Source: an optimization exercise on an open RTL-to-GDS flow (aim: small area and a short achievable clock period). Production flows keep margins and buffers that such runs may drop.
Function was checked by simulation only, so behaviour that the tests miss may differ from the original.
The flow treats the clock pin as an ideal source, which a real chip does not have.
No activity file was given, so power comes from the tool's default toggle rates.

==> module ram_array, before the edit <==
module ram_array #(
  parameter int DW = 8
) (
  input  logic          clk,
  input  logic          we,
  input  logic          re,
  input  logic [15:0]   hi,
  input  logic [15:0]   lo,
  input  logic [DW-1:0] wdata,
  output logic [DW-1:0] rdn0,
  output logic [DW-1:0] rdn1
);
  logic [DW-1:0] wdata_g;
  assign wdata_g = wdata & {DW{we}};
  logic [DW-1:0] row_q [32];
  for (genvar i = 0; i < 16; i++) begin : g_row
    logic [15:0] wl, load, hold;
    for (genvar j = 0; j < 16; j++) begin : g_wl
      ram_and2 u_wl (.a(hi[i]), .b(lo[j]), .y(wl[j]));
    end
    assign load = wl;
    assign hold = ~(wl & {16{we}});
    ram_row #(.DW(DW)) u_row (
      .clk   (clk),
      .wl    (wl),
      .load  (load),
      .hold  (hold),
      .wdata (wdata_g),
      .rq0   (row_q[2*i]),
      .rq1   (row_q[2*i+1])
    );
  end
  for (genvar b = 0; b < DW; b++) begin : g_bit
    for (genvar h = 0; h < 2; h++) begin : g_half
      logic [7:0] n1;
      logic [1:0] a2;
      for (genvar m = 0; m < 8; m++) begin : g_n1
        ram_nor2 u_g (.a(row_q[16*h+2*m][b]), .b(row_q[16*h+2*m+1][b]), .y(n1[m]));
      end
      ram_nand4 u_a0 (.a(n1[0]), .b(n1[1]), .c(n1[2]), .d(n1[3]), .y(a2[0]));
      ram_nand4 u_a1 (.a(n1[4]), .b(n1[5]), .c(n1[6]), .d(n1[7]), .y(a2[1]));
      if (h == 0) begin : g_o0
        ram_oai21 u_o (.a1(a2[0]), .a2(a2[1]), .b(re), .y(rdn0[b]));
      end else begin : g_o1
        ram_oai21 u_o (.a1(a2[0]), .a2(a2[1]), .b(re), .y(rdn1[b]));
      end
    end
  end
endmodule
export LEC_CHECK = 0
export CAP_MARGIN = 20
export CORE_MARGIN = 2
export CORE_UTILIZATION = 68
export PLACE_DENSITY = 0.78
export SETUP_SLACK_MARGIN = 2.6
export SLEW_MARGIN = 20
export SYNTH_HIERARCHICAL = 1
export TNS_END_PERCENT = 100
create_clock -name core_clock -period 5.0 [get_ports {clk}]
standard.sh (not shown) runs the stock make flow with config.mk's settings and CLKGATE_MAP_FILE= SYNTH_SCRIPT=/design/flow/synth_recipe.tcl, a recipe that flattens the netlist after the stock synthesis.
==> flow/flow/run.sh <==
#!/bin/bash
# Layout flow: the standard ORFS flow (standard.sh, unchanged synthesis)
# with these changes:
#  - repair may swap a cell for one of another footprint (MATCH_CELL_FOOTPRINT=0),
#  - ports are buffered with buf_4 instead of the resizer's default pick,
#  - CTS uses clkbuf_16 only, clusters of up to 30 sinks within 80 um, and
#    no dummy loads,
#  - after floorplan, combinational cells that synthesis upsized against its
#    own load model are set back to drive 1 (post_fp.tcl); placement and
#    timing repair upsize them again where the placed loads need it,
#  - after CTS, the predecoded RAM address registers get their clock from
#    their own buffers driven by the clock port, a useful skew for the
#    RAM's internal read and write paths (post_cts.tcl), followed by
#    another timing repair,
#  - the resizer may not use the low-power clock inverters (clkinvlp) as
#    data-path inverters in any step that repairs (dont_use.tcl).
# make's full output goes to flow_make.log; ORFS's per-step logs stay under
# orfs/logs/.
set -euo pipefail
W=$(cd "$(dirname "$0")/.." && pwd)
cd "$W"
bash standard.sh \
  MATCH_CELL_FOOTPRINT=0 \
  "BUFFER_PORTS_ARGS=-buffer_cell sky130_fd_sc_hd__buf_4" \
  POST_FLOORPLAN_TCL="$W/flow/post_fp.tcl" \
  POST_CTS_TCL="$W/flow/post_cts.tcl" \
  PRE_GLOBAL_PLACE_TCL="$W/flow/dont_use.tcl" \
  PRE_RESIZE_TCL="$W/flow/dont_use.tcl" \
  PRE_CTS_TCL="$W/flow/dont_use.tcl" \
  PRE_GLOBAL_ROUTE_TCL="$W/flow/dont_use.tcl" \
  "CTS_ARGS=-sink_clustering_enable -repair_clock_nets -sink_clustering_size 30 -sink_clustering_max_diameter 80 -buf_list sky130_fd_sc_hd__clkbuf_16 -dont_use_dummy_load" \
  finish > "$W/flow_make.log" 2>&1
Other scripts of this flow, unchanged in this note and not shown: flow/flow/dont_use.tcl, flow/flow/post_cts.tcl, flow/flow/post_fp.tcl
Edit:
--- a/flow/design.v
+++ b/flow/design.v
@@ -44,20 +44,24 @@
   input  logic [15:0]   lo,
   input  logic [DW-1:0] wdata,
   output logic [DW-1:0] rdn0,
   output logic [DW-1:0] rdn1
 );
-  logic [DW-1:0] wdata_g;
-  assign wdata_g = wdata & {DW{we}};
   logic [DW-1:0] row_q [32];
   for (genvar i = 0; i < 16; i++) begin : g_row
     logic [15:0] wl, load, hold;
     for (genvar j = 0; j < 16; j++) begin : g_wl
       ram_and2 u_wl (.a(hi[i]), .b(lo[j]), .y(wl[j]));
     end
     assign load = wl;
-    assign hold = ~(wl & {16{we}});
+    logic hiw;
+    ram_and2 u_hiw (.a(hi[i]), .b(we), .y(hiw));
+    assign hold = ~(lo & {16{hiw}});
+    logic [DW-1:0] wdata_g;
+    for (genvar b = 0; b < DW; b++) begin : g_wd
+      ram_and2 u_wd (.a(wdata[b]), .b(hiw), .y(wdata_g[b]));
+    end
     ram_row #(.DW(DW)) u_row (
       .clk   (clk),
       .wl    (wl),
       .load  (load),
       .hold  (hold),
Design area goes up by 1.4%.
Wire length goes up by 3.0%.
Total power goes down by 0.63%.
Setup slack degrades by 0.049 ns.
Cell count goes up by 2.6%.
Sequential power stays flat.
Die area goes up by 1.8%.
Sequential share of layout area goes down by 0.72 points.

afterwards: timing with drivers on the ports:
The flow's constraints put no driver on any port. The routed layouts listed below were extracted and timed again, unchanged, in two steps.
Step 1 assumes that a clkbuf_16 drives the clock port and a buf_2 every other input.
Step 2, shift: input delay + t, output delay - t, t = (earliest + latest rising clock arrival at the registers) / 2. This alone moves slack from input paths to output paths.
a / b / c = ideal ports / drivers / drivers and shift; a / b = the first two.
| run | t, ns | setup WS [ns] | clock arrival spread, ns | slew at the worst register clock pin (ns) | worst data-port slew with drivers (ns) |
|---|---|---|---|---|---|
| the first run | 0.527 | 2.543 / 2.274 / 1.853 | 0.586 / 0.586 | 0.12 / 0.12 | 0.29 |
| the second run | 0.549 | 2.494 / 2.341 / 2.023 | 0.585 / 0.585 | 0.12 / 0.12 | 0.21 |
In the first run and the second run the clock reaches the registers at very different times; t lies between them, and the last value is a rough guide only. The setup slack of the first run, which loses most, moves by -0.269 ns with the drivers and by -0.690 ns with both steps.
